From an optimization exercise on the open Yosys and OpenROAD flow, aimed at small area, a short achievable clock period and few clock cycles; shortcuts taken in it are not production practice. Only simulation tests tie the RTL to the original design; equivalence was not proved. Power and IR drop assume default switching activity.

[config.mk]
export PLATFORM = sky130hd
export DESIGN_NAME = mipsPipeline
export DESIGN_NICKNAME = mipsPipeline
export VERILOG_FILES = /design/flow/design.v
export SDC_FILE = /design/flow/constraint.sdc
export NUM_CORES = 4
export LEC_CHECK = 0
export CAP_MARGIN = 20
export CORE_MARGIN = 2
export CORE_UTILIZATION = 55
export SETUP_SLACK_MARGIN = 2.5
export SLEW_MARGIN = 20
[constraint.sdc]
create_clock -name core_clock -period 5.0 [get_ports {clk}]
set_input_delay 1.0000 -clock core_clock [delete_from_list [all_inputs] [get_ports {clk}]]
set_output_delay 1.0000 -clock core_clock [all_outputs]
set_load 0.01 [all_outputs]
[design.v]
`default_nettype none
module fetchUnit (
    input  logic [15:0] pcLo,
    input  logic [15:0] off,
    output logic [15:0] tgtLo,
    output logic        cOut
);
    logic [15:0] p;
    logic [16:0] c;
    logic [15:0] gl [5];
    logic [15:0] tl [5];
    assign p = pcLo ^ off;
    always_comb begin
        gl[0] = pcLo & off;
        tl[0] = pcLo | off;
        gl[0][0] = pcLo[0] | off[0];
        for (int l = 0; l < 4; l++) begin
            for (int i = 0; i < 16; i++) begin
                if (i >= (1 << l)) begin
                    gl[l+1][i] = gl[l][i] | (tl[l][i] & gl[l][i - (1 << l)]);
                    tl[l+1][i] = tl[l][i] & tl[l][i - (1 << l)];
                end else begin
                    gl[l+1][i] = gl[l][i];
                    tl[l+1][i] = tl[l][i];
                end
            end
        end
        c[0] = 1'b1;
        for (int i = 0; i < 16; i++) begin
            c[i+1] = gl[4][i];
        end
    end
    assign tgtLo = p ^ c[15:0];
    assign cOut  = c[16];
endmodule
`default_nettype wire
`default_nettype none
module regFile (
    input  logic [31:0]       rdSel,
    input  logic [31:0][31:0] rf,
    input  logic              rdByp,
    input  logic [31:0]       wbData,
    output logic [31:0]       rdVal
);
    logic [31:0][31:0] rfCol;
    for (genvar j = 0; j < 32; j++) begin : g_rfCol
        assign rfCol[j][0] = rdByp & wbData[j];
        for (genvar i = 1; i < 32; i++) begin : g_word
            assign rfCol[j][i] = rdSel[i] & rf[i][j];
        end
        assign rdVal[j] = |rfCol[j];
    end
endmodule
`default_nettype wire
`default_nettype none
module executeStage (
    input  logic [31:0]       regA,
    input  logic [31:0]       regB,
    input  logic              eArith,
    input  logic              eInv,
    input  logic              eAnd,
    input  logic              eOr,
    input  logic              eSlt,
    input  logic [7:0]        ldHi,
    input  logic [7:0]        memLo,
    input  logic [63:0]       dmemV,
    input  logic [63:0][31:0] dmem,
    output logic [31:0]       exRes,
    output logic              eq
);
    logic [31:0] aG;
    logic [31:0] aT;
    logic [31:0] aP;
    logic [32:0] aC;
    logic        aLess;
    logic [31:0] exRest;
    logic [31:0] exArith;
    logic [31:0][63:0] memCol;
    logic [31:0] memRes;
    logic [63:0] eLdSel;
    logic [31:0] gl [6];
    logic [31:0] tl [6];
    assign aG = regA & regB;
    assign aT = regA | regB;
    assign aP = regA ^ regB;
    always_comb begin
        gl[0] = aG;
        tl[0] = aT;
        gl[0][0] = aG[0] | (aT[0] & eInv);
        for (int l = 0; l < 5; l++) begin
            for (int i = 0; i < 32; i++) begin
                if (i >= (1 << l)) begin
                    gl[l+1][i] = gl[l][i] | (tl[l][i] & gl[l][i - (1 << l)]);
                    tl[l+1][i] = tl[l][i] & tl[l][i - (1 << l)];
                end else begin
                    gl[l+1][i] = gl[l][i];
                    tl[l+1][i] = tl[l][i];
                end
            end
        end
        aC[0] = eInv;
        for (int i = 0; i < 32; i++) begin
            aC[i+1] = gl[5][i];
        end
    end
    assign aLess = (regA[31] == regB[31]) ? regA[31] : (aP[31] ^ aC[31]);
    for (genvar i = 0; i < 64; i++) begin : g_sel
        assign eLdSel[i] = ldHi[i / 8] & memLo[i % 8] & dmemV[i];
    end
    for (genvar j = 0; j < 32; j++) begin : g_memCol
        for (genvar i = 0; i < 64; i++) begin : g_word
            assign memCol[j][i] = eLdSel[i] & dmem[i][j];
        end
        assign memRes[j] = |memCol[j];
    end
    assign exRest = memRes |
                    ({32{eAnd}} & aG) |
                    ({32{eOr}}  & aT) |
                    {31'd0, eSlt & aLess};
    assign exArith = {32{eArith}} & aP;
    for (genvar j = 0; j < 32; j++) begin : g_exRes
        assign exRes[j] = aC[j] ? (exRest[j] | (eArith & ~aP[j]))
                                : (exRest[j] | exArith[j]);
    end
    assign eq = regA == regB;
endmodule
`default_nettype wire
`default_nettype none
module memStage (
    input  logic [7:0]  regA8,
    input  logic [7:0]  wb8,
    input  logic [7:0]  imm8,
    input  logic        patchA,
    input  logic        isLw,
    input  logic        isSw,
    input  logic        d2V,
    output logic [7:0]  ldHiNext,
    output logic [7:0]  swHiNext,
    output logic [7:0]  loNext
);
    logic [7:0] addrR;
    logic [7:0] addrW;
    logic [5:0] idx;
    assign addrR = regA8 + imm8;
    assign addrW = wb8 + imm8;
    assign idx   = patchA ? addrW[7:2] : addrR[7:2];
    always_comb begin
        for (int k = 0; k < 8; k++) begin
            ldHiNext[k] = isLw & (idx[5:3] == 3'(k));
            swHiNext[k] = d2V & isSw & (idx[5:3] == 3'(k));
            loNext[k]   = idx[2:0] == 3'(k);
        end
    end
endmodule
`default_nettype wire
`default_nettype none
module mipsPipeline (
    input  logic        clk,
    input  logic        rst,
    input  logic        instrAck,
    input  logic [31:0] instrData,
    output logic        instrReq,
    output logic [31:0] instrAddr,
    output logic        wbValid,
    output logic [4:0]  wbReg,
    output logic [31:0] wbData
);
    localparam logic [5:0] opRType = 6'h00;
    localparam logic [5:0] opBeq   = 6'h04;
    localparam logic [5:0] opAddi  = 6'h08;
    localparam logic [5:0] opLw    = 6'h23;
    localparam logic [5:0] opSw    = 6'h2b;
    localparam logic [5:0] fnAdd = 6'h20;
    localparam logic [5:0] fnSub = 6'h22;
    localparam logic [5:0] fnAnd = 6'h24;
    localparam logic [5:0] fnOr  = 6'h25;
    localparam logic [5:0] fnSlt = 6'h2a;
    logic        reqQ;
    logic [29:0] addrQ;
    logic        pendEQ;
    logic        pendDQ;
    logic        killQ;
    logic [31:0] rawQ;
    logic [15:0] tgtLoQ;
    logic        tgtUpQ;
    logic        tgtDnQ;
    logic [13:0] tgtHi;
    logic [29:0] tgtQ;
    logic [13:0] tgtHiD;
    logic        rawV;
    logic        done;
    logic        rise;
    logic        eSel;
    logic        dSel;
    logic [29:0] nextAddr;
    logic        takenQ;
    logic [29:0] tgtE;
    logic [5:0]  op;
    logic [5:0]  funct;
    logic [4:0]  rsF;
    logic [4:0]  rtF;
    logic [4:0]  rdF;
    logic [15:0] immF;
    logic        fAdd, fSub, fAnd, fOr, fSlt;
    logic        isR, isAddi, isLw, isSw, isBeq;
    logic [4:0]  dDest;
    logic        dWr;
    logic        dRtReg;
    logic        dInv;
    logic        dBeqDyn;
    logic        dRedir;
    logic        bqBeq;
    logic        bqSame;
    logic        bqImm0;
    logic        bqZs;
    logic        bqZt;
    logic        bqKnown;
    logic [4:0]  iRs;
    logic [4:0]  iRt;
    logic        zTaken;
    logic        zNot;
    logic        dynQ;
    logic [31:0] nzNext;
    logic        eV;
    logic        eWr;
    logic [4:0]  eDest;
    assign instrReq  = reqQ;
    assign instrAddr = {addrQ, 2'b00};
    assign done = reqQ & instrAck;
    assign iRs  = instrData[25:21];
    assign iRt  = instrData[20:16];
    assign rise = ~reqQ & ~instrAck;
    assign op    = rawQ[31:26];
    assign funct = rawQ[5:0];
    assign rsF   = rawQ[25:21];
    assign rtF   = rawQ[20:16];
    assign rdF   = rawQ[15:11];
    assign immF  = rawQ[15:0];
    assign fAdd   = funct == fnAdd;
    assign fSub   = funct == fnSub;
    assign fAnd   = funct == fnAnd;
    assign fOr    = funct == fnOr;
    assign fSlt   = funct == fnSlt;
    assign isR    = (op == opRType) & (fAdd | fSub | fAnd | fOr | fSlt);
    assign isAddi = op == opAddi;
    assign isLw   = op == opLw;
    assign isSw   = op == opSw;
    assign isBeq  = op == opBeq;
    assign dDest  = isR ? rdF : rtF;
    assign dWr    = (isR | isAddi | isLw) & (dDest != 5'd0);
    assign dRtReg = isR | isSw | isBeq;
    assign dInv   = isR & (fSub | fSlt);
    assign zTaken  = bqKnown & bqZs & bqZt;
    assign zNot    = bqKnown & (bqZs ^ bqZt);
    assign dBeqDyn = bqBeq & ~bqSame & ~bqImm0 & ~zTaken & ~zNot;
    assign dRedir  = rawV & bqBeq & (bqSame | zTaken);
    assign eSel = takenQ | pendEQ;
    assign dSel = dRedir | pendDQ;
    assign nextAddr = eSel ? tgtE :
                      dSel ? tgtQ : addrQ + 30'd1;
    always_ff @(posedge clk) begin
        if (rst) begin
            reqQ   <= 1'b0;
            pendEQ <= 1'b0;
            pendDQ <= 1'b0;
            killQ  <= 1'b0;
            rawV   <= 1'b0;
            addrQ  <= '1;
        end else begin
            if (done) begin
                reqQ <= 1'b0;
            end else if (rise) begin
                reqQ <= 1'b1;
            end
            if (rise) begin
                addrQ  <= nextAddr;
                pendEQ <= 1'b0;
                pendDQ <= 1'b0;
            end else if (takenQ) begin
                pendEQ <= 1'b1;
                pendDQ <= 1'b0;
            end else if (dRedir) begin
                pendDQ <= 1'b1;
            end
            if (done) begin
                killQ <= 1'b0;
            end else if (takenQ && reqQ) begin
                killQ <= 1'b1;
            end
            rawV <= done & ~killQ & ~takenQ;
        end
    end
    logic [15:0] tgtLoSum;
    logic        tgtC16;
    fetchUnit u_tgt (
        .pcLo  (addrQ[15:0]),
        .off   (instrData[15:0]),
        .tgtLo (tgtLoSum),
        .cOut  (tgtC16)
    );
    assign tgtHi = tgtUpQ ? addrQ[29:16] + 14'd1 :
                   tgtDnQ ? addrQ[29:16] - 14'd1 : addrQ[29:16];
    assign tgtQ  = {tgtHi, tgtLoQ};
    always_ff @(posedge clk) begin
        if (reqQ) begin
            rawQ    <= instrData;
            tgtLoQ  <= tgtLoSum;
            tgtUpQ  <= tgtC16 & ~instrData[15];
            tgtDnQ  <= ~tgtC16 & instrData[15];
            bqBeq   <= instrData[31:26] == opBeq;
            bqSame  <= iRs == iRt;
            bqImm0  <= instrData[15:0] == 16'd0;
            bqZs    <= (wbValid && wbReg == iRs) ? ~wbNZ : ~nz[iRs];
            bqZt    <= (wbValid && wbReg == iRt) ? ~wbNZ : ~nz[iRt];
            bqKnown <= ~(d2V & dWr & ((dDest == iRs) | (dDest == iRt))) &
                       ~(eV & eWr & ((eDest == iRs) | (eDest == iRt)));
        end
    end
    logic [31:0][31:0] rf;
    logic [31:0]       nz;
    logic              wbNZ;
    logic [31:0]       rdSel;
    logic              rdByp;
    logic [4:0]        portNext;
    logic              bypNext;
    logic [31:0]       rdVal;
    logic [3:0]  wbHi;
    logic [7:0]  wbLo;
    logic [31:0] rfWe;
    for (genvar i = 0; i < 32; i++) begin : g_rfWe
        assign rfWe[i] = wbHi[i / 8] & wbLo[i % 8];
    end
    always_ff @(posedge clk) begin
        for (int i = 1; i < 32; i++) begin
            if (rfWe[i]) begin
                rf[i] <= wbData;
            end
        end
    end
    always_ff @(posedge clk) begin
        if (rst) begin
            nz <= '0;
        end else begin
            nz <= nzNext;
        end
    end
    assign wbNZ = |wbData;
    always_comb begin
        nzNext = (nz & ~rfWe) | (rfWe & {32{wbNZ}});
        nzNext[0] = 1'b0;
    end
    assign portNext = reqQ ? instrData[25:21] : rtF;
    assign bypNext  = eV && eWr && (eDest == portNext);
    always_ff @(posedge clk) begin
        for (int i = 0; i < 32; i++) begin
            rdSel[i] <= (portNext == 5'(i)) & nzNext[i] & ~bypNext;
        end
        rdByp <= bypNext;
    end
    regFile u_rfRead (
        .rdSel  (rdSel),
        .rf     (rf),
        .rdByp  (rdByp),
        .wbData (wbData),
        .rdVal  (rdVal)
    );
    logic        d2V;
    logic [31:0] regA;
    logic [31:0] regB;
    logic        patchA;
    logic [31:0] baseA;
    logic [7:0]  ldHiNext;
    logic [7:0]  swHiNext;
    logic [7:0]  loNext;
    logic [63:0][31:0] dmem;
    logic [63:0]       dmemV;
    always_ff @(posedge clk) begin
        if (rst) begin
            d2V <= 1'b0;
        end else begin
            d2V <= rawV & ~takenQ;
        end
    end
    assign baseA = patchA ? wbData : regA;
    memStage u_addr (
        .regA8     (regA[7:0]),
        .wb8       (wbData[7:0]),
        .imm8      (immF[7:0]),
        .patchA    (patchA),
        .isLw      (isLw),
        .isSw      (isSw),
        .d2V       (d2V & ~takenQ),
        .ldHiNext  (ldHiNext),
        .swHiNext  (swHiNext),
        .loNext    (loNext)
    );
    always_ff @(posedge clk) begin
        patchA <= eV && eWr && (eDest == rsF);
        if (rawV) begin
            regA <= rdVal;
        end else if (d2V) begin
            regA <= baseA;
        end
        regB <= (isAddi ? {{16{immF[15]}}, immF} : rdVal) ^ {32{dInv}};
        if (rawV) begin
            dynQ   <= dBeqDyn;
            tgtHiD <= tgtHi;
        end
        if (d2V && dynQ && !takenQ) begin
            tgtE <= {tgtHiD, tgtLoQ};
        end
    end
    logic        eArith;
    logic        eInv;
    logic        eAnd;
    logic        eOr;
    logic        eSlt;
    logic        eBeq;
    logic [7:0]  ldHi;
    logic [7:0]  swHi;
    logic [7:0]  memLo;
    logic [63:0] dmemWe;
    always_ff @(posedge clk) begin
        if (rst) begin
            eV   <= 1'b0;
            swHi <= '0;
        end else begin
            eV   <= d2V & ~takenQ;
            swHi <= swHiNext;
        end
    end
    always_ff @(posedge clk) begin
        eWr   <= dWr;
        eDest <= dDest;
        eArith <= isAddi | (isR & (fAdd | fSub));
        eInv  <= dInv;
        eAnd  <= isR & fAnd;
        eOr   <= isR & fOr;
        eSlt  <= isR & fSlt;
        eBeq  <= dynQ;
        ldHi  <= ldHiNext;
        memLo <= loNext;
    end
    logic [31:0] exRes;
    logic        eq;
    executeStage u_ex (
        .regA   (regA),
        .regB   (regB),
        .eArith (eArith),
        .eInv   (eInv),
        .eAnd   (eAnd),
        .eOr    (eOr),
        .eSlt   (eSlt),
        .ldHi   (ldHi),
        .memLo  (memLo),
        .dmemV  (dmemV),
        .dmem   (dmem),
        .exRes  (exRes),
        .eq     (eq)
    );
    always_ff @(posedge clk) begin
        if (rst) begin
            takenQ <= 1'b0;
        end else begin
            takenQ <= eV & eBeq & eq;
        end
    end
    for (genvar i = 0; i < 64; i++) begin : g_dmemWe
        assign dmemWe[i] = swHi[i / 8] & memLo[i % 8];
    end
    always_ff @(posedge clk) begin
        for (int i = 0; i < 64; i++) begin
            if (dmemWe[i]) begin
                dmem[i] <= regB;
            end
        end
    end
    always_ff @(posedge clk) begin
        if (rst) begin
            dmemV <= '0;
        end else begin
            dmemV <= dmemV | dmemWe;
        end
    end
    always_ff @(posedge clk) begin
        if (rst) begin
            wbValid <= 1'b0;
            wbHi    <= '0;
        end else begin
            wbValid <= eV & eWr;
            for (int k = 0; k < 4; k++) begin
                wbHi[k] <= eV & eWr & (eDest[4:3] == 2'(k));
            end
        end
    end
    always_ff @(posedge clk) begin
        wbReg  <= eDest;
        for (int k = 0; k < 8; k++) begin
            wbLo[k] <= eDest[2:0] == 3'(k);
        end
        wbData <= exRes;
    end
endmodule
`default_nettype wire
[run.sh]
#!/bin/bash
# synth_recipe.tcl (not shown) runs the flow's synth.tcl, then flattens the netlist and writes it again
# the make line also repeats each setting of config.mk as NAME=value (left out here)
make -C /OpenROAD-flow-scripts/flow DESIGN_CONFIG=/design/flow/config.mk WORK_HOME=/design/flow/orfs CLKGATE_MAP_FILE= SYNTH_SCRIPT=/design/flow/synth_recipe.tcl finish
==> out/results.md, run 1 <==
- status: timing/DRC/antenna clean
- wire length on met1: 178000 um
- highest clock rate: 0.318 GHz
- pins over their slew limit: 0
- Synth warnings: 8
- reg2reg end: wbData[28]$_DFF_P_
- endpoints failing hold: 0
- number of buffers inserted for hold repair after clock tree synthesis: 0
- setup skew after layout: 0.0600 ns
- Hold Path Class: in -> reg
- final cell utilization of the core: 67.5%
- global-route wire length before repair: 725000 um
- initial core utilization: 55.2%
- leakage power: 54.1 nW
- sequential cell area fraction in the yosys report: 78.7%
- initial antenna violation count: 37
- residual DRC count: 0
- flop2flop setup slack: 1.85 ns
- ANT nets after route: 0
- critical path class: reg -> reg
- critical path required time: 5.81 ns
- met3 wire len: 95700 um
- ratio of cells with drive above 1 in the final layout: 25.7%
- Pwr Density: 374 nW/um^2
- top flip-flop cell by instance count after synthesis: edfxtp_1
- number of synthesized flops with an enable pin: 3173
- HPWL reported at the end of detailed placement: 293000 um
- number of instances in the synthesized netlist: 7535
- Port Buf Inserts: 103
- WL/cell: 47.7 um
- routed wire length: 562000 um
- GRT Total Usage: 46.0%
- routability congestion estimate from global placement: 0.922
- synthesized flop and latch total: 3457
- Min Clock Period, post-route: 3.15 ns
- Post-layout nets: 8593
- final std cells w/o fill: 11788
- routed vias: 89645
- Slew headroom: 12.8%
- cell taking the most area after synthesis: edfxtp_1
- syn avg cell area: 17.0 sq um
- maximum number of pins on one net before global-route repair: 73
- post-route standard cell area excluding fillers: 157000 sq um
- RSZ-0062 raised after global routing: true
- die boundary height: 487 um
- kind of capture point of the worst setup path: flop
- wire length on met2: 238000 um
- Worst-Skew Late Latency: 0.98 ns
- endpoint arrival time on the critical path: 3.96 ns
- clock tree root buffer cell: clkbuf_16
- Yosys top cell area share: 74.3%
- gr ovfl total: 0
- # IOs: 106
- number of core rows: 177
- type of origin of the critical path: flop
- sinks on the clock net: 3457
- Pre-Repair DR Iteration Count: 12
- H-tree Lvls: 5
- sum of negative setup slack: 0 ns
- Critical Path Source: memLo[4]$_DFF_P_
- 1st-iter DRT viols: 19171
- share of the clock period used by the worst path after layout: 63.0%
- worst hold path cell count: 1
- Floorplan Core Area: 232000 sq um
- number of cells after detailed placement: 10572
- vias in the first global route: 80936
- synthesis-to-layout area growth: 22.2%
- placed standard-cell area: 135000 sq um
- number of cells on the worst reg-to-reg path: 9
- worst hold endpoint: rawQ[3]$_DFFE_PP_
- launching point of the worst reg2reg path: memLo[4]$_DFF_P_
- maximum net fanout on the critical path: 6
- Max Cap Violations: 0
- number of library cell types mapped by synthesis: 74
- per-cell via count in the routed design: 7.60
- measured slew at the worst slew-check pin: 1.31 ns
- main area contributors after synthesis: edfxtp_1 74%, a22oi_1 4.5%, dfxtp_1 4.4%
- synth cell count leaders: 3173 x edfxtp_1, 777 x a22oi_1, 379 x clkbuf_1
- fraction of registers with async set or reset after synthesis: 0%
- clock tree from TritonCTS: done
- die outline area: 237000 sq um
- most frequently used cell type in the post-synthesis netlist: edfxtp_1
- Hold Crit Start: instrData[3]
- clock slew seen by the registers of the worst setup and hold paths: 0.06 ns
- worst vdd ir: 342 uV
- number of clock buffers inserted by TritonCTS: 358
- max layer used: met5
- Die Wd: 487 um
- number of buffers on the longest clock path: 4
- Netlist Area Pre-Place: 128000 sq um
- final setup violation count: 0
## placed cells by master, fill, tap and decap left out, drive strengths merged, types with 150 or more instances in the layout
master	instances
a22o	350
a221oi	360
clkbuf	461
nand3	182
a22oi	777
nor2	283
inv	179
nand4	202
nand2	150
edfxtp	3173
buf	942
dfxtp	284
## cell families after synthesis
kind of cell	synth area share (%)
other cells	0.00292
fa+ha+maj	1.03
buf+inv	1.82
mux	0.870
flops	78.7
simple gates	5.07
xor+xnor	1.07
compound gates	11.4
## final cells by class
cell class / instances / area, sq um
fill: 15265 / 75500
tap: 3043 / 3810
inverter: 170 / 653
timing repair buffer: 1008 / 11300
clock inverter: 173 / 1640
multi-input combinational: 3458 / 28100
antenna: 28 / 70.1
clock buffer: 451 / 9740
sequential: 3457 / 101000
## per-stage QoR
step	setup WS (ns)	hold slack [ns]	power [W]
2_1_floorplan	2.01	0.329	0.0323
3_3_place_gp	0.789	0.370	0.0326
3_5_place_dp	0.851	0.363	0.0326
4_1_cts	2.24	0.377	0.0584
5_1_grt	1.99	0.340	0.0596
6_report	1.85	0.354	0.0586
## registers in the layout (all words and copies together) (netlist names), 5 cells and up
signal,flops
ldHi,8
swHi,8
nz,31
rf,992
rdSel,31
rawQ,32
addrQ,30
memLo,8
wbReg,5
regA,32
eDest,5
dmem,2048
tgtE,30
tgtHiD,14
wbLo,8
wbData,32
dmemV,64
regB,32
tgtLoQ,16
## what timing repair did
action,4_1_cts,5_1_grt
endpoints found under the setup margin,526,256
setup buffers,365,164
pin swaps,197,223
gates resized for setup,1142,358
gates cloned,26,9
## per-layer routing
| metal | GRT usage, % | vias up |
|---|---|---|
| met2 | 66.8 | 9588 |
| met1 | 57.8 | 44681 |
| met4 | 30.2 | 32 |
| li1 | - | 32816 |
| met3 | 17.6 | 2528 |
| met5 | 0.531 | - |
## worst max-delay path by stage
stage | end | slack (ns)
after CTS | wbData[28]$_DFF_P_ | 2.24
after floorplan | tgtUpQ$_DFFE_PP_ | 2.01
after detailed placement | tgtUpQ$_DFFE_PP_ | 0.85
final | wbData[28]$_DFF_P_ | 1.85
after global placement | tgtUpQ$_DFFE_PP_ | 0.79
after global routing | wbData[28]$_DFF_P_ | 1.99
## power by group
group          internal, W  switching (W)  total [W]
registers           0.0312      0.0000797     0.0312
logic             0.000356       0.000540   0.000896
clock network       0.0153         0.0112     0.0265
total               0.0468         0.0118     0.0586
## worst max-delay path, stage by stage, from the launching register on
cell	delay (ns)
dfxtp_4	0.40
and3_4	0.17
buf_8	0.13
a22o_1	0.24
a221oi_4	0.33
nand4_1	0.27
nor3_4	0.31
nand4_1	0.62
nor3_2	0.40
o211ai_1	0.12
Testbench counts, summed over its fixed seeds: cycles 29,060.
==> inputs of run 2 (changes only) <==
--- a/design.v
+++ b/design.v
@@ -367,6 +367,7 @@
     logic        d2V;
     logic [31:0] regA;
     logic [31:0] regB;
+    logic [31:0] regS;
     logic        patchA;
     logic [31:0] baseA;
     logic [7:0]  ldHiNext;
@@ -402,6 +403,7 @@
             regA <= baseA;
         end
         regB <= (isAddi ? {{16{immF[15]}}, immF} : rdVal) ^ {32{dInv}};
+        regS <= rdVal;
         if (rawV) begin
             dynQ   <= dBeqDyn;
             tgtHiD <= tgtHi;
@@ -471,7 +473,7 @@
     always_ff @(posedge clk) begin
         for (int i = 0; i < 64; i++) begin
             if (dmemWe[i]) begin
-                dmem[i] <= regB;
+                dmem[i] <= regS;
             end
         end
     end
--- a/config.mk
+++ b/config.mk
@@ -8,5 +8,7 @@
 export CAP_MARGIN = 20
 export CORE_MARGIN = 2
 export CORE_UTILIZATION = 55
+export CTS_CLUSTER_DIAMETER = 60
+export CTS_CLUSTER_SIZE = 24
 export SETUP_SLACK_MARGIN = 2.5
 export SLEW_MARGIN = 20
==> run 2 against run 1 <==
Effect of this change:
- non-clock buffer count decreased by 51
- combinational power up 3.6%
- utilization is 2.0 points lower
- final cell count shrank 1.6%
- area after synthesis increased by 0.65%
- clock-buffer cell count shrank 214
- final area shrank 2.7%
- critical path type unchanged
- largest cell class unchanged
- highest routed layer unchanged
==> out/results.md, run 2 <==
- Synth warnings: 8
- clock slew seen by the registers of the worst setup and hold paths: 0.11 ns
- Slew headroom: 14.3%
- Fill cells: 16162
- endpoints failing hold: 0
- gr ovfl total: 0
- ANT nets after route: 0
- highest clock rate: 0.310 GHz
- residual DRC count: 0
- Seq. cell area: 102000 sq um
- maximum net fanout on the critical path: 32
- series of cell instances along the critical path: buf_4 > a222oi_1 > nand2_1 > a221oi_2 > nand4_1 > nor3_1 > o21ai_1
- WL/cell: 48.4 um
- commonest non-fill, non-tap cell in the layout: edfxtp_1
- Die Wd: 489 um
- Post-layout nets: 8422
- cell taking the most area after synthesis: edfxtp_1
- most used cells in the layout excluding fill and tap cells: 3173 x edfxtp_1, 772 x a22oi_1, 588 x buf_4
- area taken by multi-input logic gates: 28600 sq um
- Top Registers: dmem x2048, rf x992, dmemV x64
- routability congestion estimate from global placement: 0.971
- die boundary height: 489 um
- H-tree Lvls: 4
- GRT Total Usage: 46.3%
- Floorplan Core Area: 233000 sq um
- maximum number of pins on one net before global-route repair: 65
- fraction of registers with async set or reset after synthesis: 0%
- number of buffers on the longest clock path: 3
- initial core utilization: 55.4%
- maximum cell stage delay along the critical path: 0.92 ns
- initial antenna violation count: 30
- synth cell count leaders: 3173 x edfxtp_1, 796 x a22oi_1, 375 x clkbuf_1
- clock tree root buffer cell: clkbuf_16
- critical path class: reg -> reg
- number of instances in the synthesized netlist: 7575
- Yosys top cell area share: 73.8%
- leakage power: 51.2 nW
- number of core rows: 177
- Worst-Skew Late Latency: 0.93 ns
- worst vdd ir: 370 uV
- share of the clock period used by the worst path after layout: 64.6%
- slowest CP cell: a222oi_1
- clock tree from TritonCTS: done
- top cell family by delay on the critical path: simple AND/OR/NAND/NOR gates
- sequential cell area fraction in the yosys report: 78.7%
- most frequently used cell type in the post-synthesis netlist: edfxtp_1
- HPWL reported at the end of detailed placement: 306000 um
- die outline area: 239000 sq um
- Max Cap Violations: 0
- RSZ-0062 raised after global routing: true
- critical path required time: 5.81 ns
- Largest register FFs: 2048
- global-route wire length before repair: 728000 um
- 1st-iter DRT viols: 18871
- overall power consumption: 0.0513 W
- ratio of cells with drive above 1 in the final layout: 24.9%
- pins over their slew limit: 0
- measured slew at the worst slew-check pin: 1.28 ns
- number of library cell types mapped by synthesis: 94
- status: timing/DRC/antenna clean
- Port Buf Inserts: 103
- sum of negative setup slack: 0 ns
- final setup violation count: 0
- number of clock buffers inserted by TritonCTS: 202
- count of buffering cells on the critical path with inverters included: 1
- setup skew after layout: 0.0589 ns
- # IOs: 106
- Pre-Repair DR Iteration Count: 10
- sinks on the clock net: 3489
- number of buffers inserted for hold repair after clock tree synthesis: 0
- type of origin of the critical path: flop
- Min Clock Period, post-route: 3.23 ns
- routed vias: 88335
- syn avg cell area: 17.0 sq um
- endpoint arrival time on the critical path: 4.04 ns
- Netlist Area Pre-Place: 129000 sq um
- Hold Path Class: reg -> reg
- synthesis-to-layout area growth: 18.1%
- vias in the first global route: 79495
- number of synthesized flops with an enable pin: 3173
- per-cell via count in the routed design: 7.61
- routed wire length: 562000 um
- synthesized flop and latch total: 3489
- top flip-flop cell by instance count after synthesis: edfxtp_1
- kind of capture point of the worst setup path: flop
- main area contributors after synthesis: edfxtp_1 74%, dfxtp_1 4.9%, a22oi_1 4.6%
- register name with the most flops: dmem
- Pwr Density: 336 nW/um^2
-- run 2: cell count changes after synthesis, sizes merged, moves of 8 or more --
cell and delta:
a22o -11, buf +10, xor2 -8, and3 -13, inv -12, a21oi +14
nor2 -13, a311oi -9, a22oi +19, dfxtp +32, nand4 +9, a211o -8
-- run 2: logic make-up (layout without fill, tap and decap cells) --
family                   count (synthesis)  after routing  synth area share, %
flip-flops                            3489           3489                 78.7
AND/OR/NAND/NOR                       1260           1263                 5.15
other                                    1             27              0.00290
adder cells (fa/ha/maj)                105            105                 1.02
buffers and inverters                  617           1486                 1.82
multiplexers                            88             88                0.922
XOR/XNOR                               156            156                 1.06
AO/OA/AOI/OAI                         1859           1859                 11.3
-- run 2: layer usage --
| layer | global-route usage [%] | vias to the layer above | wire length [um] |
|---|---|---|---|
| met1 | 57.8 | 44275 | 179000 |
| met4 | 31.5 | 32 | 49800 |
| met2 | 67.1 | 9221 | 240000 |
| li1 | - | 32421 | - |
| met5 | 0.674 | - | 513 |
| met3 | 17.5 | 2386 | 92800 |
-- run 2: layout make-up --
cell class,count,area share (%)
Clock inverter,133,1.01
Antenna cell,25,0.0410
Clock buffer,237,3.49
Timing Repair Buffer,957,6.77
Inverter,159,0.417
Multi-Input combinational cell,3473,18.8
Tap cell,3132,2.57
Sequential cell,3489,66.9
-- run 2: final timing paths --
kind | slack [ns] | from | to | cells past startpoint
worst min register to register | 0.43 | tgtHiD[8]$_DFFE_PP_ | tgtE[24]$_DFFE_PP_ | 0
worst max register to register | 1.77 | eOr$_DFF_P_ | wbData[27]$_DFF_P_ | 7
worst min-delay path | 0.43 | tgtHiD[8]$_DFFE_PP_ | tgtE[24]$_DFFE_PP_ | 0
worst max-delay path | 1.77 | eOr$_DFF_P_ | wbData[27]$_DFF_P_ | 7
-- run 2: report_power, final --
part | total (W) | switching (W) | internal, W
sequential | 0.0314 | 0.0000806 | 0.0313
clock | 0.0190 | 0.0104 | 0.00855
combinational | 0.000928 | 0.000548 | 0.000380
-- run 2: metrics by stage --
step | cell area, sq um | hold WS, ns | std cells | utilization (%) | setup WS (ns)
floorplan | 129000 | 0.329 | 7576 | - | 2.07
global placement | 136000 | 0.391 | 10726 | 58.3 | 0.594
detailed placement | 136000 | 0.397 | 10730 | 58.3 | 0.992
CTS | 150000 | 0.422 | 11432 | 64.2 | 2.28
global route | 152000 | 0.431 | 11584 | 65.4 | 1.87
finish | 152000 | 0.426 | 11605 | 65.5 | 1.77
-- run 2: timing repair --
item / CTS / global route
gates resized for setup: 1170 / 361
setup buffers: 300 / 140
setup endpoints to repair: 662 / 206
gates cloned: 32 / 6
pin swaps: 194 / 202
Testbench counts of run 2, summed over its fixed seeds: cycles 29,060.
==> inputs of run 3 (changes only) <==
--- a/design.v
+++ b/design.v
@@ -65,7 +65,8 @@
     input  logic [7:0]        memLo,
     input  logic [63:0]       dmemV,
     input  logic [63:0][31:0] dmem,
-    output logic [31:0]       exRes,
+    output logic [31:0]       aluRes,
+    output logic [31:0]       memRes,
     output logic              eq
 );
     logic [31:0] aG;
@@ -76,7 +77,6 @@
     logic [31:0] exRest;
     logic [31:0] exArith;
     logic [31:0][63:0] memCol;
-    logic [31:0] memRes;
     logic [63:0] eLdSel;
     logic [31:0] gl [6];
     logic [31:0] tl [6];
@@ -113,13 +113,12 @@
         end
         assign memRes[j] = |memCol[j];
     end
-    assign exRest = memRes |
-                    ({32{eAnd}} & aG) |
+    assign exRest = ({32{eAnd}} & aG) |
                     ({32{eOr}}  & aT) |
                     {31'd0, eSlt & aLess};
     assign exArith = {32{eArith}} & aP;
-    for (genvar j = 0; j < 32; j++) begin : g_exRes
-        assign exRes[j] = aC[j] ? (exRest[j] | (eArith & ~aP[j]))
+    for (genvar j = 0; j < 32; j++) begin : g_aluRes
+        assign aluRes[j] = aC[j] ? (exRest[j] | (eArith & ~aP[j]))
                                 : (exRest[j] | exArith[j]);
     end
     assign eq = regA == regB;
@@ -365,6 +364,7 @@
         .rdVal  (rdVal)
     );
     logic        d2V;
+    logic [31:0] regD;
     logic [31:0] regA;
     logic [31:0] regB;
     logic [31:0] regS;
@@ -382,9 +382,9 @@
             d2V <= rawV & ~takenQ;
         end
     end
-    assign baseA = patchA ? wbData : regA;
+    assign baseA = patchA ? wbData : regD;
     memStage u_addr (
-        .regA8     (regA[7:0]),
+        .regA8     (regD[7:0]),
         .wb8       (wbData[7:0]),
         .imm8      (immF[7:0]),
         .patchA    (patchA),
@@ -398,10 +398,9 @@
     always_ff @(posedge clk) begin
         patchA <= eV && eWr && (eDest == rsF);
         if (rawV) begin
-            regA <= rdVal;
-        end else if (d2V) begin
-            regA <= baseA;
+            regD <= rdVal;
         end
+        regA <= baseA;
         regB <= (isAddi ? {{16{immF[15]}}, immF} : rdVal) ^ {32{dInv}};
         regS <= rdVal;
         if (rawV) begin
@@ -443,7 +442,10 @@
         ldHi  <= ldHiNext;
         memLo <= loNext;
     end
-    logic [31:0] exRes;
+    logic [31:0] aluRes;
+    logic [31:0] memRes;
+    logic [31:0] wbAlu;
+    logic [31:0] wbMem;
     logic        eq;
     executeStage u_ex (
         .regA   (regA),
@@ -457,7 +459,8 @@
         .memLo  (memLo),
         .dmemV  (dmemV),
         .dmem   (dmem),
-        .exRes  (exRes),
+        .aluRes (aluRes),
+        .memRes (memRes),
         .eq     (eq)
     );
     always_ff @(posedge clk) begin
@@ -495,12 +498,14 @@
             end
         end
     end
+    assign wbData = wbAlu | wbMem;
     always_ff @(posedge clk) begin
         wbReg  <= eDest;
         for (int k = 0; k < 8; k++) begin
             wbLo[k] <= eDest[2:0] == 3'(k);
         end
-        wbData <= exRes;
+        wbAlu  <= aluRes;
+        wbMem  <= memRes;
     end
 endmodule
 `default_nettype wire
==> run 3 against run 2 <==
Effect of this change:
- clock-buffer cell count up 15
- power up 1.8%
- wire length down 2.6%
- non-clock buffer count down 77
- critical endpoint is now wbAlu[31]$_DFF_P_
- die area up 0.73%
- area after synthesis up 0.73%
- worst hold slack worse by 0.044 ns
- critical path type unchanged
- still clean
- clock skew down 0.0024 ns
- first-iteration DRC count down 6.5%
==> out/results.md, run 3 <==
- Largest register FFs: 2048
- sum of negative setup slack: 0 ns
- number of core rows: 178
- number of cells on the worst reg-to-reg path: 14
- type of origin of the critical path: flop
- Floorplan Core Area: 235000 sq um
- series of cell instances along the critical path: inv_2 > ha_4 > nand2b_4 > a221oi_2 > or3_4 > a2111oi_4 > buf_4 > o31a_4 > o221ai_4 > o31a_1 > a221oi_4 > buf_6 > xnor2_1 > a221o_1
- critical path required time: 5.76 ns
- commonest non-fill, non-tap cell in the layout: edfxtp_1
- setup skew after layout: 0.0565 ns
- per-cell via count in the routed design: 7.54
- worst vdd ir: 392 uV
- most used cells in the layout excluding fill and tap cells: 3173 x edfxtp_1, 608 x a22o_1, 542 x buf_4
- register name with the most flops: dmem
- Slew headroom: 8.85%
- syn avg cell area: 17.4 sq um
- routed wire length: 547000 um
- measured slew at the worst slew-check pin: 1.37 ns
- clock tree root buffer cell: clkbuf_16
- Top Registers: dmem x2048, rf x992, dmemV x64
- Netlist Area Pre-Place: 130000 sq um
- reg2reg end: wbAlu[31]$_DFF_P_
- fraction of registers with async set or reset after synthesis: 0%
- routed vias: 86546
- # IOs: 106
- launching point of the worst reg2reg path: regB[16]$_DFF_P_
- Critical Path Source: regB[16]$_DFF_P_
- sequential cell area fraction in the yosys report: 79.1%
- maximum net fanout on the critical path: 2
- Worst Setup EP: wbAlu[31]$_DFF_P_
- main area contributors after synthesis: edfxtp_1 73%, dfxtp_1 5.8%, a221oi_1 4.1%
- endpoint arrival time on the critical path: 3.81 ns
- sinks on the clock net: 3553
- number of instances in the synthesized netlist: 7487
- endpoints failing hold: 0
- initial antenna violation count: 46
- gr ovfl total: 0
- Yosys top cell area share: 73.2%
- ANT nets after route: 0
- Post-layout nets: 8276
- final setup violation count: 0
- Pre-Repair DR Iteration Count: 8
- number of synthesized flops with an enable pin: 3173
- maximum cell stage delay along the critical path: 0.36 ns
- clock slew seen by the registers of the worst setup and hold paths: 0.09 ns
- RSZ-0062 raised after global routing: true
- status: timing/DRC/antenna clean
- most frequently used cell type in the post-synthesis netlist: edfxtp_1
- HPWL reported at the end of detailed placement: 285000 um
- Worst-Skew Late Latency: 0.92 ns
- share of the clock period used by the worst path after layout: 61.1%
- Pwr Density: 343 nW/um^2
- pins over their slew limit: 0
- H-tree Lvls: 4
- global-route wire length before repair: 707000 um
- number of buffers inserted for hold repair after clock tree synthesis: 0
- top flip-flop cell by instance count after synthesis: edfxtp_1
- critical path class: reg -> reg
- GRT Total Usage: 43.9%
- 1st-iter DRT viols: 17642
- synthesis-to-layout area growth: 17.2%
- WL/cell: 47.7 um
- Min Clock Period, post-route: 3.06 ns
- Max Cap Violations: 0
- synth cell count leaders: 3173 x edfxtp_1, 611 x a221oi_1, 609 x a22o_1
- number of library cell types mapped by synthesis: 77
- clock tree from TritonCTS: done
- Synth warnings: 8
- number of buffers on the longest clock path: 3
- ratio of cells with drive above 1 in the final layout: 24.0%
- Port Buf Inserts: 103
- flop2flop setup slack: 1.94 ns
- highest clock rate: 0.327 GHz
- synthesized flop and latch total: 3553
- cell taking the most area after synthesis: edfxtp_1
- maximum number of pins on one net before global-route repair: 77
- die boundary height: 490 um
- overall power consumption: 0.0522 W
- Hold Path Class: in -> reg
- vias in the first global route: 77959
- leakage power: 49.1 nW
- initial core utilization: 55.3%
- number of clock buffers inserted by TritonCTS: 202
- kind of capture point of the worst setup path: flop
- Die Wd: 490 um
- residual DRC count: 0
- routability congestion estimate from global placement: 0.905
- die outline area: 240000 sq um
- slowest CP cell: or3_4
## run 3: cell types whose count changed after synthesis, moves of 24 or more
cell	change
o21ai_1	+28
a222oi_1	-24
a22oi_1	-509
nor4_1	-29
clkbuf_1	+42
nand3_1	-145
mux2i_1	+33
buf_1	-32
o21ai_0	-54
a22o_1	+270
dfxtp_1	+64
nor2_1	+35
nand4_1	+25
a221oi_1	+256
## run 3: per-stage QoR
step	cell area, sq um	worst slack (ns)	cells	hold WS [ns]	utilization [%]
5_1_grt	152000	1.84	11465	0.375	64.8
6_report	152000	1.94	11482	0.382	64.8
4_1_cts	150000	1.78	11346	0.419	63.6
3_3_place_gp	137000	0.768	10608	0.393	58.1
2_1_floorplan	130000	1.72	7488	0.329	-
3_5_place_dp	137000	0.815	10608	0.402	58.1
## run 3: how the worst min path moves through the flow
stage | depth (start not counted) | end | from
floorplan | 0 | wbReg[3]$_DFF_P_ | eDest[3]$_DFF_P_
global placement | 1 | rawV$_SDFF_PP0_ | killQ$_SDFFE_PP0P_
detailed placement | 1 | rawV$_SDFF_PP0_ | killQ$_SDFFE_PP0P_
CTS | 1 | rawV$_SDFF_PP0_ | killQ$_SDFFE_PP0P_
global route | 1 | rawQ[1]$_DFFE_PP_ | instrData[1]
finish | 1 | rawQ[1]$_DFFE_PP_ | instrData[1]
## run 3: metal layers
layer	up-vias	track usage (%)	share of wire, %
met5	-	0	0.048
met4	42	28.3	8.6
met3	2096	13.9	16
met2	8482	66.1	44
met1	43919	55.1	32
li1	32007	-	-
## run 3: logic make-up (layout without fill, tap and decap cells)
logic type / after synthesis / in the layout / synth area share (%)
other cells: 1 / 26 / 0.00288
xor+xnor: 167 / 167 / 1.12
compound gates: 1799 / 1799 / 11.4
buf+inv: 613 / 1419 / 1.77
flops: 3553 / 3553 / 79.1
simple gates: 1150 / 1164 / 4.60
fa+ha+maj: 105 / 105 / 1.02
mux: 99 / 99 / 0.958
## run 3: where the power goes
part / switching (W) / internal, W / total (W) / leakage [nW]
clock network: 0.0105 / 0.00889 / 0.0194 / 3.40
logic: 0.000490 / 0.000388 / 0.000878 / 15.2
registers: 0.0000849 / 0.0319 / 0.0319 / 30.4
## run 3: layout make-up
cell class | instances | area (sq um)
Inverter | 161 | 636
Clock inverter | 124 | 1510
Timing Repair inverter | 2 | 10.0
Clock buffer | 252 | 5480
Tap cell | 3150 | 3940
Multi-Input combinational cell | 3336 | 28100
Fill cell | 16293 | 82800
Sequential cell | 3553 | 103000
Timing Repair Buffer | 880 | 9370
Antenna cell | 24 | 60.1
## run 3: critical path: cells and delay by family, from the launching register on
kind,cells,cell delay [ns]
AOI/OAI and AO/OA,7,1.42
and+or+nand+nor,2,0.48
buffers and inverters,3,0.44
DFF,1,0.35
adders and majority gates,1,0.14
xor gates and xnor gates,1,0.07
## run 3: repair_timing
item                                   4_1_cts  5_1_grt
pin swaps                                  143      133
resized for setup                         1008      327
endpoints found under the hold margin        0        0
buffers inserted                           324       98
setup endpoints to repair                  614      264
gates cloned                                38       12
Testbench counts of run 3, summed over its fixed seeds: cycles 29,060.
==> inputs of run 4 (changes only) <==
--- a/config.mk
+++ b/config.mk
@@ -7,8 +7,9 @@
 export LEC_CHECK = 0
 export CAP_MARGIN = 20
 export CORE_MARGIN = 2
-export CORE_UTILIZATION = 55
+export CORE_UTILIZATION = 60
 export CTS_CLUSTER_DIAMETER = 60
 export CTS_CLUSTER_SIZE = 24
+export PLACE_DENSITY = 0.7
 export SETUP_SLACK_MARGIN = 2.5
 export SLEW_MARGIN = 20
==> run 4 against run 3 <==
Effect of this change:
- still clean
- area after synthesis did not move
- register-to-register slack improved by 0.07 ns
- worst hold slack improved by 0.023 ns
- sequential power barely moved
- combinational power fell by 3.4%
- final cell count fell by 3.9%
- highest routed layer unchanged
- wire length fell by 7.3%
- utilization rose by 4.6 points
- sequential share of layout area rose by 1.4 points
- die area fell by 8.3%
==> out/results.md, run 4 <==
- status: timing/DRC/antenna clean
- Largest register FFs: 2048
- final setup violation count: 0
- top flip-flop cell by instance count after synthesis: edfxtp_1
- sinks on the clock net: 3553
- maximum number of pins on one net before global-route repair: 79
- routed wire length: 507000 um
- global-route wire length before repair: 668000 um
- ratio of cells with drive above 1 in the final layout: 22.0%
- Yosys top cell area share: 73.2%
- Min Clock Period, post-route: 2.99 ns
- clock tree root buffer cell: clkbuf_16
- clock tree from TritonCTS: done
- initial antenna violation count: 45
- number of clock buffers inserted by TritonCTS: 193
- measured slew at the worst slew-check pin: 1.34 ns
- endpoint arrival time on the critical path: 3.72 ns
- Worst-Skew Late Latency: 0.92 ns
- most frequently used cell type in the post-synthesis netlist: edfxtp_1
- highest clock rate: 0.335 GHz
- cell taking the most area after synthesis: edfxtp_1
- Floorplan Core Area: 215000 sq um
- flop2flop setup slack: 2.01 ns
- GRT Total Usage: 44.9%
- endpoints failing hold: 0
- setup skew after layout: 0.0498 ns
- Post-layout nets: 8137
- gr ovfl total: 0
- Pre-Repair DR Iteration Count: 7
- sum of negative setup slack: 0 ns
- residual DRC count: 0
- clock slew seen by the registers of the worst setup and hold paths: 0.09 ns
- Port Buf Inserts: 103
- ANT nets after route: 0
- Top Registers: dmem x2048, rf x992, dmemV x64
- H-tree Lvls: 4
- per-cell via count in the routed design: 7.86
- critical path required time: 5.74 ns
- hold slack: 0.405 ns
- worst vdd ir: 492 uV
- vias in the first global route: 78234
- sequential cell area fraction in the yosys report: 79.1%
- main area contributors after synthesis: edfxtp_1 73%, dfxtp_1 5.8%, a221oi_1 4.1%
- kind of capture point of the worst setup path: flop
- number of buffers on the longest clock path: 3
- number of synthesized flops with an enable pin: 3173
- number of buffers inserted for hold repair after clock tree synthesis: 0
- most used cells in the layout excluding fill and tap cells: 3173 x edfxtp_1, 609 x a22o_1, 561 x a221oi_1
- fraction of registers with async set or reset after synthesis: 0%
- Slew headroom: 10.9%
- HPWL reported at the end of detailed placement: 269000 um
- 1st-iter DRT viols: 18947
- WL/cell: 46.0 um
- critical path class: reg -> reg
- maximum net fanout on the critical path: 8
- Netlist Area Pre-Place: 130000 sq um
- syn avg cell area: 17.4 sq um
- RSZ-0062 raised after global routing: true
- commonest non-fill, non-tap cell in the layout: edfxtp_1
- Pwr Density: 343 nW/um^2
- Fill cells: 13396
- leakage power: 47.7 nW
- initial core utilization: 60.5%
- Die Wd: 470 um
- routability congestion estimate from global placement: 0.911
- type of origin of the critical path: flop
- routed vias: 86699
- synthesis-to-layout area growth: 14.8%
- number of instances in the synthesized netlist: 7487
- share of the clock period used by the worst path after layout: 59.7%
- overall power consumption: 0.0512 W
- synthesized flop and latch total: 3553
- pins over their slew limit: 0
- number of core rows: 170
- die outline area: 221000 sq um
- die boundary height: 470 um
- synth cell count leaders: 3173 x edfxtp_1, 611 x a221oi_1, 609 x a22o_1
- Hold Path Class: reg -> reg
- Synth warnings: 8
- Max Cap Violations: 0
- # IOs: 106
- register name with the most flops: dmem
- number of library cell types mapped by synthesis: 77
==> run 4: cell counts after synthesis <==
No cell type changed its count.
==> run 4: repair_timing <==
item | in CTS | in global routing
resized for setup | 948 | 291
buffers inserted | 249 | 82
pin swaps | 142 | 124
endpoints found under the setup margin | 719 | 217
gates cloned | 39 | 2
==> run 4: per-stage QoR <==
stage | util, % | setup WS (ns) | area [sq um] | cells
2_1_floorplan | - | 1.72 | 130000 | 7488
3_5_place_dp | 63.2 | 0.760 | 136000 | 10267
6_report | 69.4 | 2.01 | 149000 | 11031
3_3_place_gp | 63.2 | 0.699 | 136000 | 10267
4_1_cts | 68.4 | 1.87 | 147000 | 10910
5_1_grt | 69.4 | 1.93 | 149000 | 11002
==> run 4: final cells by class <==
cell class	instances	area [sq um]	area share, %
Clock inverter	96	1110	0.747
Timing Repair Buffer	742	7340	4.92
Timing Repair inverter	5	25.0	0.0168
Clock buffer	259	5430	3.64
Antenna cell	36	90.1	0.0603
Sequential cell	3553	103000	69.2
Multi-Input combinational cell	3341	27700	18.6
Inverter	161	644	0.432
Tap cell	2838	3550	2.38
==> run 4: path summary, 6_finish.rpt <==
kind	from	end	depth (start not counted)
hold / removal	killQ$_SDFFE_PP0P_	rawV$_SDFF_PP0_	1
setup reg to reg	wbMem[9]$_DFF_P_	rdSel[22]$_DFF_P_	8
hold reg to reg	killQ$_SDFFE_PP0P_	rawV$_SDFF_PP0_	1
setup / recovery	wbMem[9]$_DFF_P_	rdSel[22]$_DFF_P_	8
==> run 4: kinds of logic after synthesis <==
kind of cell / after synthesis / synth area share (%)
compound gates: 1799 / 11.4
xor+xnor: 167 / 1.12
fa+ha+maj: 105 / 1.02
simple gates: 1150 / 4.60
buf+inv: 613 / 1.77
other cells: 1 / 0.00288
mux: 99 / 0.958
flops: 3553 / 79.1
==> run 4: power by group <==
part,switching [W],internal [W]
sequential,0.000109,0.0319
clock,0.00996,0.00845
combinational,0.000488,0.000360
==> run 4: worst max-delay path, stage by stage, from the launching register on <==
cell	delay, ns
dfxtp_4	0.35
or2_4	0.25
buf_12	0.13
or4_1	0.51
or4_4	0.43
or4_4	0.68
buf_16	0.24
mux2i_4	0.16
nor3_1	0.07
==> run 4: routing by layer <==
| metal | wire length, um | share of wire [%] | global-route usage [%] | vias up |
|---|---|---|---|---|
| met1 | 152000 | 30 | 54.7 | 42562 |
| met5 | 714 | 0.14 | 0 | - |
| li1 | - | - | - | 31726 |
| met4 | 49000 | 9.7 | 32.2 | 56 |
| met2 | 216000 | 43 | 65.6 | 9675 |
| met3 | 88500 | 17 | 17.8 | 2680 |
==> inputs of run 5 (changes only) <==
--- a/design.v
+++ b/design.v
@@ -76,8 +76,6 @@
     logic        aLess;
     logic [31:0] exRest;
     logic [31:0] exArith;
-    logic [31:0][63:0] memCol;
-    logic [63:0] eLdSel;
     logic [31:0] gl [6];
     logic [31:0] tl [6];
     assign aG = regA & regB;
@@ -104,14 +102,24 @@
         end
     end
     assign aLess = (regA[31] == regB[31]) ? regA[31] : (aP[31] ^ aC[31]);
+    logic [63:0]       loSel;
+    logic [7:0][31:0]  grp;
+    logic [31:0][7:0]  grpCol;
     for (genvar i = 0; i < 64; i++) begin : g_sel
-        assign eLdSel[i] = ldHi[i / 8] & memLo[i % 8] & dmemV[i];
+        assign loSel[i] = memLo[i % 8] & dmemV[i];
     end
-    for (genvar j = 0; j < 32; j++) begin : g_memCol
-        for (genvar i = 0; i < 64; i++) begin : g_word
-            assign memCol[j][i] = eLdSel[i] & dmem[i][j];
+    for (genvar h = 0; h < 8; h++) begin : g_grp
+        for (genvar j = 0; j < 32; j++) begin : g_bit
+            logic [7:0] col;
+            for (genvar l = 0; l < 8; l++) begin : g_word
+                assign col[l] = loSel[8 * h + l] & dmem[8 * h + l][j];
+            end
+            assign grp[h][j] = |col;
+            assign grpCol[j][h] = ldHi[h] & grp[h][j];
         end
-        assign memRes[j] = |memCol[j];
+    end
+    for (genvar j = 0; j < 32; j++) begin : g_memRes
+        assign memRes[j] = |grpCol[j];
     end
     assign exRest = ({32{eAnd}} & aG) |
                     ({32{eOr}}  & aT) |
==> run 5 against run 4 <==
Effect of this change:
- largest cell class unchanged
- clock-buffer cell count fell by 14
- wire length down 16%
- power up 0.18%
- clock skew is 0.0017 ns higher
- die area up 0.82%
- critical endpoint is now wbData[6]
- sequential cell count stayed put
- maximum frequency increased by 1.1%
- still clean
==> out/results.md, run 5 <==
- number of buffers on the longest clock path: 3
- number of buffers inserted for hold repair after clock tree synthesis: 0
- ANT nets after route: 0
- syn avg cell area: 16.8 sq um
- area share of xor/xnor cells in the synthesized design: 1.08%
- Critical Path Source: wbMem[6]$_DFF_P_
- Flop pwr share: 62.2%
- sinks on the clock net: 3553
- clock slew seen by the registers of the worst setup and hold paths: 0.09 ns
- share of the clock period used by the worst path after layout: 59.1%
- Hold Crit Start: dynQ$_DFFE_PP_
- clock tree from TritonCTS: done
- wire length on met1: 144000 um
- post-synthesis compound-gate area fraction: 11.1%
- main area contributors after synthesis: edfxtp_1 73%, a22oi_1 8.1%, dfxtp_1 5.8%
- reg2reg end: tgtDnQ$_DFFE_PP_
- routability congestion estimate from global placement: 0.917
- Hold Path Class: reg -> reg
- Synth warnings: 8
- final worst slack: 2.04 ns
- Worst-Skew Late Latency: 0.90 ns
- flop2flop setup slack: 2.15 ns
- Pwr Density: 343 nW/um^2
- Fill cells: 13677
- H-tree Lvls: 4
- 1st-iter DRT viols: 15472
- maximum number of pins on one net before global-route repair: 72
- worst vdd ir: 378 uV
- final cell utilization of the core: 68.9%
- HPWL reported at the end of detailed placement: 219000 um
- number of instances in the synthesized netlist: 7787
- endpoint arrival time on the critical path: 1.96 ns
- Largest register FFs: 2048
- die outline area: 222000 sq um
- cell mode on critical path: buf_6
- synthesized-area fraction occupied by adder cells: 1.01%
- clock tree root buffer cell: clkbuf_16
- RSZ-0062 raised after global routing: true
- routed vias: 81436
- synthesis-to-layout area growth: 14.2%
- sequential cell area fraction in the yosys report: 78.4%
- share of cell area taken by muxes after synthesis: 1.23%
- final setup violation count: 0
- endpoints failing hold: 0
- Floorplan Core Area: 217000 sq um
- commonest non-fill, non-tap cell in the layout: edfxtp_1
- # IOs: 106
- Netlist Area Pre-Place: 131000 sq um
- switching part of the total power: 20.5%
- maximum net fanout on the critical path: 2
- critical path required time: 4.00 ns
- GRT Total Usage: 36.9%
- per-cell via count in the routed design: 7.23
- Max Cap Violations: 0
- residual DRC count: 0
- measured slew at the worst slew-check pin: 1.25 ns
- post-route standard cell area excluding fillers: 150000 sq um
- number of clock buffers inserted by TritonCTS: 191
- wire length on met2: 186000 um
- WL/cell: 37.6 um
- routed wire length: 424000 um
- highest clock rate: 0.338 GHz
- kind of capture point of the worst setup path: output port
- cell taking the most area after synthesis: edfxtp_1
- part of the power in the clock network: 35.8%
- Top Registers: dmem x2048, rf x992, dmemV x64
- sum of negative setup slack: 0 ns
- register name with the most flops: dmem
- number of library cell types mapped by synthesis: 84
- launching point of the worst reg2reg path: addrQ[0]$_SDFFE_PP1P_
- most used cells in the layout excluding fill and tap cells: 3173 x edfxtp_1, 1330 x a22oi_1, 423 x buf_4
- ratio of cells with drive above 1 in the final layout: 21.2%
- fraction of registers with async set or reset after synthesis: 0%
- Min Clock Period, post-route: 2.96 ns
- combinational family with the most area after synthesis: compound AO/OA/AOI/OAI gates
- pins over their slew limit: 0
- global-route wire length before repair: 574000 um
- Post-layout nets: 8369
- synthesized-area fraction occupied by and/or/nand/nor cells: 5.23%
- series of cell instances along the critical path: nor2_4 > buf_6 > clkinvlp_4 > buf_6
- Yosys top cell area share: 72.6%
- initial core utilization: 60.4%
- met3 wire len: 70500 um
- maximum cell stage delay along the critical path: 0.33 ns
- slowest CP cell: dfxtp_2
- synth cell count leaders: 3173 x edfxtp_1, 1423 x a22oi_1, 429 x clkbuf_1
- Worst Setup EP: wbData[6]
- vias in the first global route: 74813
- critical path class: reg -> out
- type of origin of the critical path: flop
- worst setup slack before clock tree synthesis: 0.738 ns
- Slew headroom: 16.3%
- leakage power: 46.6 nW
- net load switching power: 0.0105 W
- gr ovfl total: 0
- setup skew after layout: 0.0515 ns
- number of cells on the worst reg-to-reg path: 15
- Pre-Repair DR Iteration Count: 10
- status: timing/DRC/antenna clean
- most frequently used cell type in the post-synthesis netlist: edfxtp_1
- internal power: 0.0408 W
- Die Wd: 472 um
- number of core rows: 171
- initial antenna violation count: 47
- number of synthesized flops with an enable pin: 3173
- placed standard-cell area: 136000 sq um
- synthesized flop and latch total: 3553
- Port Buf Inserts: 103
- top flip-flop cell by instance count after synthesis: edfxtp_1
- portion of total power attributed to combinational logic: 1.9%
- max layer used: met5
- die boundary height: 472 um
run 5: changes by cell type after synthesis, sizes merged, moves of 16 or more:
cell	before	now
a221oi	612	106
a22o	609	97
a22oi	287	1423
and2	98	167
and3	72	14
nand2	150	173
nand4	236	404
o221ai	1	17
or4	39	6
run 5: logic make-up after synthesis:
logic type                 count (synthesis)
other                                      1
DFF                                     3553
buffers and inverters                    639
muxes                                    100
AOI/OAI and AO/OA                       1931
xor gates and xnor gates                 161
and+or+nand+nor                         1297
adders and majority gates                105
run 5: how the worst min path moves through the flow:
stage / endpoint / slack, ns / cells past startpoint
final: eBeq$_DFF_P_ / 0.41 / 0
after global routing: rawQ[1]$_DFFE_PP_ / 0.41 / 1
after CTS: eBeq$_DFF_P_ / 0.41 / 0
after detailed placement: eBeq$_DFF_P_ / 0.39 / 0
after global placement: eBeq$_DFF_P_ / 0.38 / 0
after floorplan: wbReg[3]$_DFF_P_ / 0.33 / 0
run 5: area by class of cell:
class | instances | area [sq um] | area share [%]
antenna | 17 | 42.5 | 0.0284
clock buffer | 245 | 5110 | 3.41
clock inverter | 107 | 1510 | 1.01
inverter | 166 | 688 | 0.460
multi-input combinational | 3626 | 28300 | 18.9
sequential | 3553 | 103000 | 69.0
tap | 2854 | 3570 | 2.39
timing repair buffer | 689 | 7120 | 4.75
timing repair inverter | 2 | 10.0 | 0.00669
run 5: worst max-delay path: cells and delay by family (launching register included):
family                 cells  cell delay [ns]
AND/OR/NAND/NOR            1             0.11
buffers and inverters      3             0.63
flip-flops                 1             0.33
run 5: power by group through the flow:
stage | Clock, W | Combinational (W) | Sequential [W]
after floorplan | 0 | 0.000466 | 0.0326
after global placement | 0 | 0.000671 | 0.0327
after detailed placement | 0 | 0.000683 | 0.0327
after CTS | 0.0184 | 0.000894 | 0.0319
after global routing | 0.0193 | 0.00105 | 0.0319
final | 0.0184 | 0.000993 | 0.0319
run 5: timing repair:
action / 4_1_cts / 5_1_grt
cloned: 46 / 16
buffers inserted: 241 / 106
pin swaps: 116 / 142
endpoints found under the setup margin: 377 / 231
resized for setup: 998 / 300
run 5: stage by stage:
step                      cells  hold slack, ns  total power, W
final                     11259           0.408          0.0513
after global routing      11243           0.411          0.0523
after CTS                 11120           0.411          0.0512
after detailed placement  10481           0.390          0.0334
after global placement    10481           0.385          0.0333
after floorplan            7788           0.329          0.0331
run 5: per-layer routing:
metal	vias up	track usage, %
met2	6982	53.9
met5	-	0
met3	1207	13.1
met4	34	16.3
li1	32388	-
met1	40825	50.3
Testbench counts of run 5, summed over its fixed seeds: cycles 29,060.
==> inputs of run 6 (changes only) <==
--- a/config.mk
+++ b/config.mk
@@ -7,9 +7,9 @@
 export LEC_CHECK = 0
 export CAP_MARGIN = 20
 export CORE_MARGIN = 2
-export CORE_UTILIZATION = 60
+export CORE_UTILIZATION = 65
 export CTS_CLUSTER_DIAMETER = 60
 export CTS_CLUSTER_SIZE = 24
-export PLACE_DENSITY = 0.7
+export PLACE_DENSITY = 0.75
 export SETUP_SLACK_MARGIN = 2.5
 export SLEW_MARGIN = 20
==> run 6 against run 5 <==
Effect of this change:
- critical endpoint is now wbData[25]
- still clean
- via count increased by 0.47%
- power decreased by 1.3%
- highest routed layer unchanged
- sequential share of layout area increased by 1.2 points
- area after synthesis unchanged
- utilization increased by 4.6 points
- critical path type unchanged
- setup slack improved by 0.012 ns
- die area decreased by 7.6%
==> out/results.md, run 6 <==
- leakage power: 45.6 nW
- residual DRC count: 0
- routability congestion estimate from global placement: 0.954
- Die Wd: 453 um
- final cell utilization of the core: 73.6%
- HPWL reported at the end of detailed placement: 219000 um
- sequential cell area fraction in the yosys report: 78.4%
- met3 wire len: 73700 um
- Post-layout nets: 8250
- hold slack: 0.419 ns
- Floorplan Core Area: 200000 sq um
- status: timing/DRC/antenna clean
- main area contributors after synthesis: edfxtp_1 73%, a22oi_1 8.1%, dfxtp_1 5.8%
- Slew headroom: 22.1%
- Synth warnings: 8
- synthesized flop and latch total: 3553
- syn avg cell area: 16.8 sq um
- setup skew after layout: 0.0833 ns
- # IOs: 106
- maximum number of pins on one net before global-route repair: 73
- number of library cell types mapped by synthesis: 84
- number of buffers on the longest clock path: 3
- maximum net fanout on the critical path: 5
- Pre-Repair DR Iteration Count: 10
- placed standard-cell area: 136000 sq um
- routed wire length: 411000 um
- gr ovfl total: 0
- final setup violation count: 0
- RSZ-0062 raised after global routing: true
- share of the clock period used by the worst path after layout: 58.9%
- Yosys top cell area share: 72.6%
- ratio of cells with drive above 1 in the final layout: 18.8%
- WL/cell: 37.6 um
- most frequently used cell type in the post-synthesis netlist: edfxtp_1
- number of buffers inserted for hold repair after clock tree synthesis: 0
- highest clock rate: 0.340 GHz
- Worst-Skew Late Latency: 0.93 ns
- Netlist Area Pre-Place: 131000 sq um
- sinks on the clock net: 3553
- register name with the most flops: dmem
- die boundary height: 453 um
- sum of negative setup slack: 0 ns
- per-cell via count in the routed design: 7.47
- Top Registers: dmem x2048, rf x992, dmemV x64
- Fill cells: 11421
- 1st-iter DRT viols: 16438
- Min Clock Period, post-route: 2.94 ns
- Max Cap Violations: 0
- Largest register FFs: 2048
- Hold Path Class: reg -> reg
- clock tree from TritonCTS: done
- fraction of registers with async set or reset after synthesis: 0%
- most used cells in the layout excluding fill and tap cells: 3173 x edfxtp_1, 1376 x a22oi_1, 404 x nand4_1
- global-route wire length before repair: 564000 um
- critical path required time: 4.00 ns
- routed vias: 81822
- initial antenna violation count: 44
- measured slew at the worst slew-check pin: 1.17 ns
- cell taking the most area after synthesis: edfxtp_1
- wire length on met1: 137000 um
- pins over their slew limit: 0
- number of synthesized flops with an enable pin: 3173
- number of clock buffers inserted by TritonCTS: 189
- top flip-flop cell by instance count after synthesis: edfxtp_1
- GRT Total Usage: 39.3%
- clock tree root buffer cell: clkbuf_16
- ANT nets after route: 0
- worst vdd ir: 401 uV
- endpoints failing hold: 0
- H-tree Lvls: 4
- endpoint arrival time on the critical path: 1.94 ns
- die outline area: 205000 sq um
- number of core rows: 164
- max layer used: met5
- Port Buf Inserts: 103
- initial core utilization: 65.6%
- vias in the first global route: 75778
- synth cell count leaders: 3173 x edfxtp_1, 1423 x a22oi_1, 429 x clkbuf_1
- critical path class: reg -> out
- wire length on met2: 176000 um
- commonest non-fill, non-tap cell in the layout: edfxtp_1
- post-route standard cell area excluding fillers: 147000 sq um
- type of origin of the critical path: flop
- number of instances in the synthesized netlist: 7787
- clock slew seen by the registers of the worst setup and hold paths: 0.09 ns
- kind of capture point of the worst setup path: output port
- synthesis-to-layout area growth: 12.2%
- Pwr Density: 344 nW/um^2
-- run 6: through the flow --
| stage | worst slack [ns] | std cells | power [W] |
|---|---|---|---|
| global route | 2.07 | 10937 | 0.0516 |
| detailed placement | 0.773 | 10282 | 0.0333 |
| floorplan | 1.77 | 7788 | 0.0331 |
| global placement | 0.769 | 10282 | 0.0333 |
| CTS | 2.09 | 10873 | 0.0504 |
| finish | 2.06 | 10948 | 0.0507 |
-- run 6: kinds of logic after synthesis --
family                   count (synthesis)  synth area share, %
AND/OR/NAND/NOR                       1297                 5.23
other                                    1              0.00286
AO/OA/AOI/OAI                         1931                 11.1
XOR/XNOR                               161                 1.08
buffers and inverters                  639                 1.88
multiplexers                           100                 1.23
flip-flops                            3553                 78.4
adder cells (fa/ha/maj)                105                 1.01
-- run 6: cell type report --
cell class | instances | area (sq um) | area share, %
Tap cell | 2656 | 3320 | 2.26
Multi-Input combinational cell | 3617 | 27800 | 18.9
Timing Repair Buffer | 579 | 5650 | 3.84
Clock inverter | 87 | 1110 | 0.757
Clock buffer | 270 | 5220 | 3.55
Inverter | 166 | 676 | 0.459
Antenna cell | 16 | 40.0 | 0.0272
Timing Repair inverter | 4 | 23.8 | 0.0162
Sequential cell | 3553 | 103000 | 70.2
-- run 6: worst paths after layout --
kind / slack [ns] / end / start / cells past startpoint
max reg2reg: 2.18 / rf[505]$_DFFE_PP_ / wbMem[25]$_DFF_P_ / 18
min reg2reg: 0.42 / rawV$_SDFF_PP0_ / killQ$_SDFFE_PP0P_ / 1
max: 2.06 / wbData[25] / wbMem[25]$_DFF_P_ / 4
min: 0.42 / rawV$_SDFF_PP0_ / killQ$_SDFFE_PP0P_ / 1
-- run 6: power breakdown --
| part | internal [W] | total, W | switching (W) |
|---|---|---|---|
| clock | 0.00799 | 0.0178 | 0.00979 |
| sequential | 0.0319 | 0.0319 | 0.0000948 |
| combinational | 0.000415 | 0.000936 | 0.000522 |
-- run 6: layer usage --
layer	global-route usage, %	vias to the layer above
li1	-	32166
met1	54.1	40565
met2	55.5	7733
met3	15.2	1322
met4	18.4	36
met5	0.793	-
-- run 6: critical path, cell delays in order, from the launching register on --
cell and delay, ns:
dfxtp_4 0.38, nor2_4 0.29, inv_2 0.10, buf_12 0.15
buf_6 0.11
-- run 6: timing repair --
item	4_1_cts	5_1_grt
gates cloned	38	5
buffers inserted	196	54
resized for setup	895	252
pin swaps	122	88
setup endpoints to repair	314	234

==> afterwards: timing with drivers on the ports <==
The flow's constraints put no driver on any port. The routed layouts listed below were extracted and timed again, unchanged, in two steps.
Step 1 (the two cells are an assumption about what drives the block):
set clk [get_ports {clk}]
set_driving_cell -lib_cell sky130_fd_sc_hd__clkbuf_16 $clk
set_driving_cell -lib_cell sky130_fd_sc_hd__buf_2 [delete_from_list [all_inputs] $clk]
Step 2, shift: input delay + t, output delay - t, t = (earliest + latest rising clock arrival at the registers) / 2. This alone moves slack from input paths to output paths.
Three values: ideal, step 1, step 2; two values: the first two.
| run | t (ns) | setup slack, ns | worst setup path at the end | slew at the worst register clock pin (ns) |
|---|---|---|---|---|
| run 1 | 1.058 | 1.852 / 1.852 / 1.454 | input to register | 0.07 / 0.07 |
| run 2 | 1.012 | 1.771 / 1.771 / 1.552 | input to register | 0.11 / 0.11 |
| run 3 | 0.987 | 1.943 / 1.917 / 1.312 | input to register | 0.10 / 0.10 |
| run 4 | 0.984 | 2.013 / 2.013 / 1.274 | input to register | 0.10 / 0.10 |
| run 5 | 0.959 | 2.045 / 1.965 / 1.233 | input to register | 0.10 / 0.10 |
| run 6 | 0.980 | 2.056 / 1.969 / 1.331 | input to register | 0.10 / 0.10 |
After both steps setup and hold are still met in every run listed. For run 5, which loses most, drivers alone change the setup slack by -0.080 ns; drivers and shift together by -0.812 ns.
